Background: an optimization exercise with open tools, aiming at small area, a short achievable clock period and few clock cycles per item. Do not read the settings as production practice.
No functional check of the RTL was part of this run.
Power figures rest on the tool's default switching activity, not on a simulated workload.

===== run.sh =====
#!/bin/bash
# synth_recipe.tcl (not shown) runs the flow's synth.tcl, then flattens the netlist and writes it again
# the make line also repeats each setting of config.mk as NAME=value (left out here)
make -C /OpenROAD-flow-scripts/flow DESIGN_CONFIG=/design/flow/config.mk WORK_HOME=/design/flow/orfs CLKGATE_MAP_FILE= SYNTH_SCRIPT=/design/flow/synth_recipe.tcl finish

===== config.mk =====
export PLATFORM = sky130hd
export DESIGN_NAME = zs_conv_top
export DESIGN_NICKNAME = zs_conv_top
export VERILOG_FILES = /design/flow/design.v
export SDC_FILE = /design/flow/constraint.sdc
export NUM_CORES = 4
export LEC_CHECK = 0
export CAP_MARGIN = 20
export CORE_MARGIN = 2
export CORE_UTILIZATION = 40
export SETUP_SLACK_MARGIN = 5
export SLEW_MARGIN = 20

===== constraint.sdc =====
create_clock -name core_clock -period 10.0 [get_ports {clk}]
set_input_delay 2.0000 -clock core_clock [delete_from_list [all_inputs] [get_ports {clk}]]
set_output_delay 2.0000 -clock core_clock [all_outputs]
set_load 0.01 [all_outputs]

===== design.v =====
package zs_pkg;
    parameter int DATA_W    = 32;
    parameter int WEIGHT_W  = 4;
    parameter int NUM_MAPS  = 8;    
    parameter int CHANNEL_W = 4;
    parameter int PIXEL_W   = 3;
    parameter int LANES     = 2;
    parameter int PASSES    = NUM_MAPS / LANES;
    parameter logic [DATA_W-1:0] STOP_WORD = '1;
endpackage
`timescale 1ns/1ns
import zs_pkg::*;
module zs_pointwise_accum (
    input  logic [DATA_W-1:0]   value,
    input  logic [WEIGHT_W-1:0] weight,
    output logic [DATA_W-1:0]   prod
);
    logic one0, two0, neg0, one1, two1, neg1;
    logic [DATA_W-1:0] v2, pp0, pp1, x;
    assign one0 = weight[0];
    assign two0 = weight[1] & ~weight[0];
    assign neg0 = weight[1];
    assign one1 = weight[2] ^ weight[1];
    assign two1 = (weight[3] & ~weight[2] & ~weight[1]) | (~weight[3] & weight[2] & weight[1]);
    assign neg1 = weight[3];
    assign v2  = {value[DATA_W-2:0], 1'b0};
    assign pp0 = ({DATA_W{one0}} & value | {DATA_W{two0}} & v2) ^ {DATA_W{neg0}};
    assign pp1 = ({DATA_W{one1}} & value | {DATA_W{two1}} & v2) ^ {DATA_W{neg1}};
    assign x   = {pp1[DATA_W-3:0], neg1, neg1};
    assign prod = pp0 + x + DATA_W'({neg0 & neg1, neg0 ^ neg1});
endmodule
`timescale 1ns/1ns
module zs_relu_writer #(
    parameter int N = 16,
    parameter int W = 4,
    parameter int K = 4
) (
    input  logic [N-1:0] pend,
    output logic [W-1:0] idx,
    output logic         few
);
    localparam int G  = 4;            
    localparam int NG = (N + G - 1) / G;
    localparam int CW = $clog2(N + 1);
    logic [NG-1:0][2:0] gcnt;
    logic [CW-1:0]      cnt;
    always_comb begin
        idx = '0;
        for (int i = N - 1; i >= 0; i--) begin
            if (pend[i]) idx = W'(i);
        end
    end
    always_comb begin
        for (int g = 0; g < NG; g++) begin
            gcnt[g] = '0;
            for (int b = 0; b < G; b++) begin
                if (g * G + b < N) gcnt[g] = gcnt[g] + 3'(pend[g * G + b]);
            end
        end
        cnt = '0;
        for (int g = 0; g < NG; g++) cnt = cnt + CW'(gcnt[g]);
    end
    assign few = (cnt <= CW'(K));
endmodule
`timescale 1ns/1ns
import zs_pkg::*;
module zs_conv_top #(
    parameter int NUM_PIXELS = 8,
    parameter int IN_ADDR_W  = 12
) (
    input  logic                         clk,
    input  logic                         reset,
    input  logic                         ps_loading,
    output logic [IN_ADDR_W-1:0]         in_addr,
    input  logic [zs_pkg::DATA_W-1:0]    in_rd_value,
    input  logic [zs_pkg::DATA_W-1:0]    in_rd_position,
    output logic [zs_pkg::CHANNEL_W-1:0] weight_addr,
    input  logic [zs_pkg::DATA_W-1:0]    weight_rddata,
    output logic                         out_wr_en,
    output logic [zs_pkg::DATA_W-1:0]    out_wr_addr,
    output logic [zs_pkg::DATA_W-1:0]    out_wr_value,
    output logic [zs_pkg::DATA_W-1:0]    out_wr_position,
    output logic                         pl_need_weights,
    output logic                         pl_need_data
);
    localparam int PASS_W  = $clog2(PASSES);
    localparam int LANE_W  = $clog2(LANES);
    localparam int CELLS   = LANES * NUM_PIXELS;
    localparam int CELL_W  = LANE_W + PIXEL_W;
    localparam int OADDR_W = $clog2(NUM_MAPS * NUM_PIXELS + 1);
    localparam int AHEAD   = 5;
    logic                  need;       
    logic                  loading;    
    logic                  first;      
    logic                  issuing;    
    logic [PASS_W-1:0]     ipass;      
    logic [PASS_W-1:0]     wpass;      
    logic [IN_ADDR_W-1:0]  lenm1;      
    logic                  empty;      
    logic                  rd_pend;    
    logic                  rd_last;    
    logic                  s1_v, s2_v, s3_v, s4_v;    
    logic                  s1_e, s2_e, s3_e, s4_e;    
    logic                  s1_stop;                   
    logic [DATA_W-1:0]     v1, v2, v3;
    logic [PIXEL_W-1:0]    p1, p2, p3;
    logic [LANES*WEIGHT_W-1:0] w3;
    logic [LANES-1:0][DATA_W-1:0] prod, prod4;
    logic                  t4;         
    logic [LANES-1:0][NUM_PIXELS-1:0][DATA_W-1:0] acc;
    logic [NUM_PIXELS-1:0] touched;    
    logic [CELLS-1:0]      pend;       
    logic [CELLS-1:0]      pend_n;
    logic [PIXEL_W-1:0]    rsel;       
    logic [LANE_W-1:0]     wlane;      
    logic                  wrd;        
    logic                  wr_phase;
    logic                  wdone;
    logic                  few;        
    logic                  is_stop;
    logic                  start0, startn, more, last_iss;
    logic [CELL_W-1:0]     widx;
    logic [LANES-1:0][DATA_W-1:0] rd, sum;
    logic [DATA_W-1:0]     wval;
    assign pl_need_weights = need;
    assign pl_need_data    = need;
    assign is_stop  = rd_pend && first && !s1_stop && (in_rd_position == STOP_WORD);
    assign start0   = loading && !ps_loading;
    assign more     = (wpass != PASS_W'(PASSES - 1)) && !empty;
    assign wdone    = wr_phase && !wrd && (pend == '0);
    assign startn   = wr_phase && (few || wdone) && (ipass == wpass) && more;
    assign last_iss = (in_addr == lenm1);
    always_ff @(posedge clk) begin
        if (reset) begin
            need    <= 1'b1;
            loading <= 1'b0;
            first   <= 1'b0;
            issuing <= 1'b0;
            ipass   <= '0;
            in_addr <= '0;
            rd_pend <= 1'b0;
            rd_last <= 1'b0;
            lenm1   <= '0;
            empty   <= 1'b0;
        end else begin
            rd_pend <= 1'b0;
            rd_last <= 1'b0;
            if (need && ps_loading) begin
                need    <= 1'b0;
                loading <= 1'b1;
                ipass   <= '0;
            end
            if (start0) begin
                loading <= 1'b0;
                first   <= 1'b1;
                in_addr <= IN_ADDR_W'(1);
                rd_pend <= 1'b1;
            end
            if (first) begin
                if (s1_stop) begin
                    first   <= 1'b0;
                    in_addr <= '0;
                    lenm1   <= in_addr - IN_ADDR_W'(3);
                    empty   <= (in_addr == IN_ADDR_W'(2));
                end else begin
                    in_addr <= in_addr + 1'b1;
                    rd_pend <= 1'b1;
                end
            end
            if (startn || issuing) begin
                rd_pend <= 1'b1;
                rd_last <= last_iss;
                issuing <= !last_iss;
                in_addr <= last_iss ? '0 : in_addr + 1'b1;
            end
            if (startn) begin
                ipass <= ipass + 1'b1;
            end
            if (wdone && !more) begin
                need <= 1'b1;   
            end
        end
    end
    for (genvar l = 0; l < LANES; l++) begin : g_mul
        zs_pointwise_accum u_mul (
            .value  (v3),
            .weight (w3[l*WEIGHT_W +: WEIGHT_W]),
            .prod   (prod[l])
        );
    end
    always_ff @(posedge clk) begin
        v1          <= in_rd_value;
        p1          <= in_rd_position[PIXEL_W-1:0];
        weight_addr <= in_rd_position[8 +: CHANNEL_W];
        v2          <= v1;
        p2          <= p1;
        v3          <= v2;
        p3          <= p2;
        w3          <= weight_rddata[ipass*LANES*WEIGHT_W +: LANES*WEIGHT_W];
        prod4       <= prod;
        t4          <= !s4_e && (touched[p3] || (s4_v && rsel == p3));
        if (reset) begin
            s1_v    <= 1'b0;
            s2_v    <= 1'b0;
            s3_v    <= 1'b0;
            s4_v    <= 1'b0;
            s1_e    <= 1'b0;
            s2_e    <= 1'b0;
            s3_e    <= 1'b0;
            s4_e    <= 1'b0;
            s1_stop <= 1'b0;
        end else begin
            s1_v    <= rd_pend && !is_stop && !(first && s1_stop);
            s1_e    <= is_stop || (rd_pend && rd_last);
            s1_stop <= is_stop;
            s2_v    <= s1_v;
            s2_e    <= s1_e;
            s3_v    <= s2_v;
            s3_e    <= s2_e;
            s4_v    <= s3_v;
            s4_e    <= s3_e;
        end
    end
    for (genvar l = 0; l < LANES; l++) begin : g_lane
        assign rd[l]  = acc[l][rsel];
        assign sum[l] = (t4 ? rd[l] : '0) + prod4[l];
    end
    always_ff @(posedge clk) begin
        if (s4_v) begin
            for (int l = 0; l < LANES; l++) begin
                for (int p = 0; p < NUM_PIXELS; p++) begin
                    if (rsel == PIXEL_W'(p)) acc[l][p] <= sum[l];
                end
            end
        end
    end
    always_comb begin
        pend_n = pend;
        if (wrd) pend_n[{wlane, rsel}] = 1'b0;
    end
    zs_relu_writer #(.N(CELLS), .W(CELL_W), .K(AHEAD)) u_pick (
        .pend (pend_n),
        .idx  (widx),
        .few  (few_n)
    );
    logic                 few_n;
    assign wval = rd[wlane];
    logic                 o_stop;
    logic [PASS_W-1:0]    o_pass;
    logic [LANE_W-1:0]    o_lane;
    logic [PIXEL_W-1:0]   o_pix;
    logic [OADDR_W-1:0]   o_addr;
    always_ff @(posedge clk) begin
        if (s3_v) rsel <= p3;
        else      rsel <= widx[PIXEL_W-1:0];
        wlane <= widx[PIXEL_W +: LANE_W];
        if (reset) begin
            touched   <= '0;
            pend      <= '0;
            wr_phase  <= 1'b0;
            wrd       <= 1'b0;
            few       <= 1'b0;
            wpass     <= '0;
            out_wr_en <= 1'b0;
            o_addr    <= '0;
        end else begin
            if (need) o_addr <= '0;
            else      o_addr <= o_addr + OADDR_W'(out_wr_en);
            wrd       <= wr_phase && (pend_n != '0);
            few       <= few_n && !s4_e;
            out_wr_en <= (wrd && wval != '0) || (wdone && !more);
            if (s4_v) begin
                touched[rsel] <= 1'b1;
                for (int l = 0; l < LANES; l++) pend[l*NUM_PIXELS + rsel] <= !sum[l][DATA_W-1];
            end
            if (s4_e) begin
                touched  <= '0;
                wr_phase <= 1'b1;
                wpass    <= ipass;
            end
            if (wrd)   pend     <= pend_n;
            if (wdone) wr_phase <= 1'b0;
        end
    end
    always_ff @(posedge clk) begin
        o_stop       <= !wrd;
        o_pass       <= wpass;
        o_lane       <= wlane;
        o_pix        <= rsel;
        out_wr_value <= wrd ? wval : STOP_WORD;
    end
    assign out_wr_addr     = DATA_W'(o_addr);
    assign out_wr_position = o_stop ? STOP_WORD
                           : (DATA_W'({o_pass, o_lane}) << 8) | DATA_W'(o_pix);
endmodule

==> out/metrics.cfg <==
[outcome]
status = timing/DRC/antenna clean

[setup_path]
endpoint_kind = flop
worstPathMaxFanout = 29
crit_arrival_ns = 5.53
critPathKind = reg2reg
crit-reg2reg-launch = rsel[2]
critPathRequiredTime_ns = 10.54
startpoint = rsel[2]
startpoint_type = flop

[sta]
fin_skew_ns = 0.0209
slew-limit-headroom = 0.239
fmax_ghz = 0.200
setup_viol = 0
fin_crit_sh = 0.499
rsz0062_at_grt = yes
tns_ns = 0
worst_pin_slew_ns = 1.14
drv_slew = 0
fin_crit_ns = 4.99
final_hold_viol_count = 0

[cts]
cts_tree = built
cts_sinks = 816
clk_latency_ns = 0.65
clock_path_buffers = 3
cts_hold_buf = 0
cts_inserted_buffers = 87
cts-root-buf = clkbuf_16
clkTransAtPathRegs_ns = 0.06
htreeDepth = 3

[synth]
yosysSeqAreaShare = 0.531
synth_edf_count = 512
netlist_area_mm2 = 0.0404
yosys_warnings = 2
ys_ff_latch = 816
yosysUniqueCellTypes = 87
avgSynthCellArea_um2 = 12.0
syn_inst = 3355
async_flop_share = 0
ys.flop_type = edfxtp_1

[grt]
grt_pass1_vias = 25200
grt_pass1_wl_mm = 152
grt_max_degree = 65
antenna_found_initial = 1
grt_util_all_layers = 0.191
gr-total-overflow = 0

[routing]
met3_length_mm = 5.66
drc = 0
wirelength_mm = 102
via_per_inst = 5.53
antenna_left = 0
drtPass1Iterations = 8
wl_met1_mm = 47.0
met2_wirelength_mm = 46.2
drt_iter0_markers = 2382
detailroute.via_count = 26700
routedWlPerCell_um = 21.1
topRoutingLayerUsed = met4

[layout]
drive_gt1_frac = 0.131
nets = 3783
multi_input_area_mm2 = 0.0177
final_cell_mix = edfxtp_1, dfxtp_1, nor2_1, a21oi_1, ha_1
fin_cells = 4827
fillers = 9028
regArea_mm2 = 0.0215
final_common_cell = edfxtp_1
syn_to_final_growth_pct = 15.8
post-route-util = 0.467
diodes = 0

[run]
max-cap-violations = 0

[place]
port_buffers = 188
dp.cells = 4647
routabilityCongestion = 0.892
dp_hpwl_mm = 66.1

[floorplanning]
dieArea_mm2 = 0.104
rows = 116
initial_core_util = 0.403
fp.coreArea_mm2 = 0.100
die_h_um = 322
fp.dieW_um = 322
ios = 214

[pwr]
power_switching_uw = 2660
switching_share = 0.285
max-vdd-ir-drop_uv = 128
p_clk_frac = 0.350
p_leak_uw = 0.0174
power_frac_seq = 0.456
power_density_mw_per_mm2 = 200
p_comb_frac = 0.194
power.internal_uw = 6670

[hold_path]
hold_class = reg2reg
holdCritStartpoint = v2[30]

[final timing paths]
kind	endpoint	slack, ns	cells after the start
worst max-delay path	few	5.01	17
worst min-delay path	v3[30]	0.32	0
worst max register to register	few	5.01	17
worst min register to register	v3[30]	0.32	0
[layer usage]
layer / GRT usage / vias to the layer above
met5: 0 / -
met1: 0.278 / 13100
met3: 0.0268 / 148
met2: 0.296 / 780
met4: 0.0552 / 0
li1: - / 12700
[power by group through the flow]
| stage | logic [uW] | registers, uW | clock network [uW] |
|---|---|---|---|
| 2_1_floorplan | 1280 | 4170 | 0 |
| 3_3_place_gp | 1700 | 4320 | 0 |
| 3_5_place_dp | 1720 | 4320 | 0 |
| 4_1_cts | 1760 | 4250 | 3340 |
| 5_1_grt | 2000 | 4260 | 3480 |
| 6_report | 1810 | 4250 | 3270 |
[sequential cells by signal, summed over array words and instances (netlist names), 12 cells and up]
name and cells:
prod4 64, in_addr 12, v2 32, v1 32, acc 512, lenm1 12, out_wr_value 32, pend 16
v3 32
[repair_timing]
item	CTS	global route
pin swaps	0	2
endpoints found under the setup margin	265	172
gates cloned	2	2
setup buffers	10	5
gates resized for setup	26	36
[final cells by class]
| cell class | instances | share of cell area |
|---|---|---|
| sequential | 816 | 0.459 |
| multi-input combinational | 2189 | 0.379 |
| timing repair buffer | 242 | 0.0545 |
| clock buffer | 122 | 0.0526 |
| tap | 1298 | 0.0347 |
| clock inverter | 39 | 0.0103 |
| inverter | 121 | 0.00977 |
[worst max-delay path: stages (launching register included)]
cell,delay (ns)
dfxtp_4,0.41
inv_4,0.32
ha_4,0.35
or3_4,0.46
o31a_1,0.31
inv_2,0.10
ha_4,0.20
fa_2,0.46
ha_4,0.19
fa_2,0.39
xnor2_2,0.15
fa_1,0.53
inv_1,0.07
ha_1,0.30
a21oi_1,0.13
nand3_1,0.09
o21a_1,0.11
a2111oi_2,0.31
[metrics by stage]
stage | hold WS [ns] | worst slack [ns] | instance area [um2] | total power [uW]
6_report | 0.322 | 5.01 | 46800 | 9330
5_1_grt | 0.326 | 4.80 | 46800 | 9740
4_1_cts | 0.322 | 4.90 | 46500 | 9350
3_5_place_dp | 0.312 | 4.05 | 43200 | 6040
3_3_place_gp | 0.311 | 4.12 | 43200 | 6020
2_1_floorplan | 0.310 | 5.01 | 40600 | 5450
[Yosys cell counts (13+ instances only)]
cell type / number / area, um2
or2_2: 16 / 100
buf_1: 35 / 131
inv_1: 119 / 447
a211oi_1: 27 / 203
nor3_1: 36 / 180
nand2_1: 172 / 646
nor4_1: 16 / 100
edfxtp_1: 512 / 15400
mux2_2: 31 / 349
mux2i_1: 71 / 711
or3_1: 14 / 87.6
nor3b_1: 14 / 105
o211ai_1: 35 / 263
ha_1: 212 / 2650
a21oi_1: 230 / 1150
o21ai_0: 114 / 571
buf_4: 55 / 413
xnor2_1: 146 / 1280
a31oi_1: 27 / 169
a21o_1: 49 / 368
o31ai_1: 13 / 97.6
xor2_1: 43 / 377
nor2b_1: 86 / 538
nand3_1: 44 / 220
nand4_1: 39 / 244
dfxtp_1: 304 / 6090
o22ai_1: 59 / 369
mux4_2: 138 / 3110
clkbuf_1: 145 / 544
o21bai_1: 14 / 105
o21a_1: 22 / 165
nor2_1: 264 / 991
fa_1: 15 / 300
a221oi_1: 64 / 561
nand2b_1: 27 / 169
and3_1: 14 / 87.6
[cells by family after synthesis]
group | synth area share
mux | 0.103
compound gates | 0.118
simple gates | 0.0918
buf+inv | 0.0414
xor+xnor | 0.0410
flops | 0.531
fa+ha+maj | 0.0731
other cells | 0.0000928

-- what the ideal ports hide --
The flow's constraints put no driver on any port. The routed layout listed below was extracted and timed again, unchanged, in two steps.
Step 1 assumes that a clkbuf_16 drives the clock port and a buf_2 every other input.
Step 2 adds t to the input delays and takes it off the output delays; t is the mean of the earliest and latest rising clock arrival at the registers after step 1. Input paths then give back, and output paths get back, about the clock's delay inside the block.
Slacks: ideal / step 1 / step 2; pairs: ideal / step 1.
shift t [ns]: 0.710
slack for setup (ns): 5.006 / 5.006 / 5.006
hold WS [ns]: 0.322 / 0.322 / 0.322
worst data-port slew with drivers (ns): 0.06
After both steps this run still meets setup and hold. The setup slack of this run moves by 0.000 ns with the drivers and by 0.000 ns with both steps.
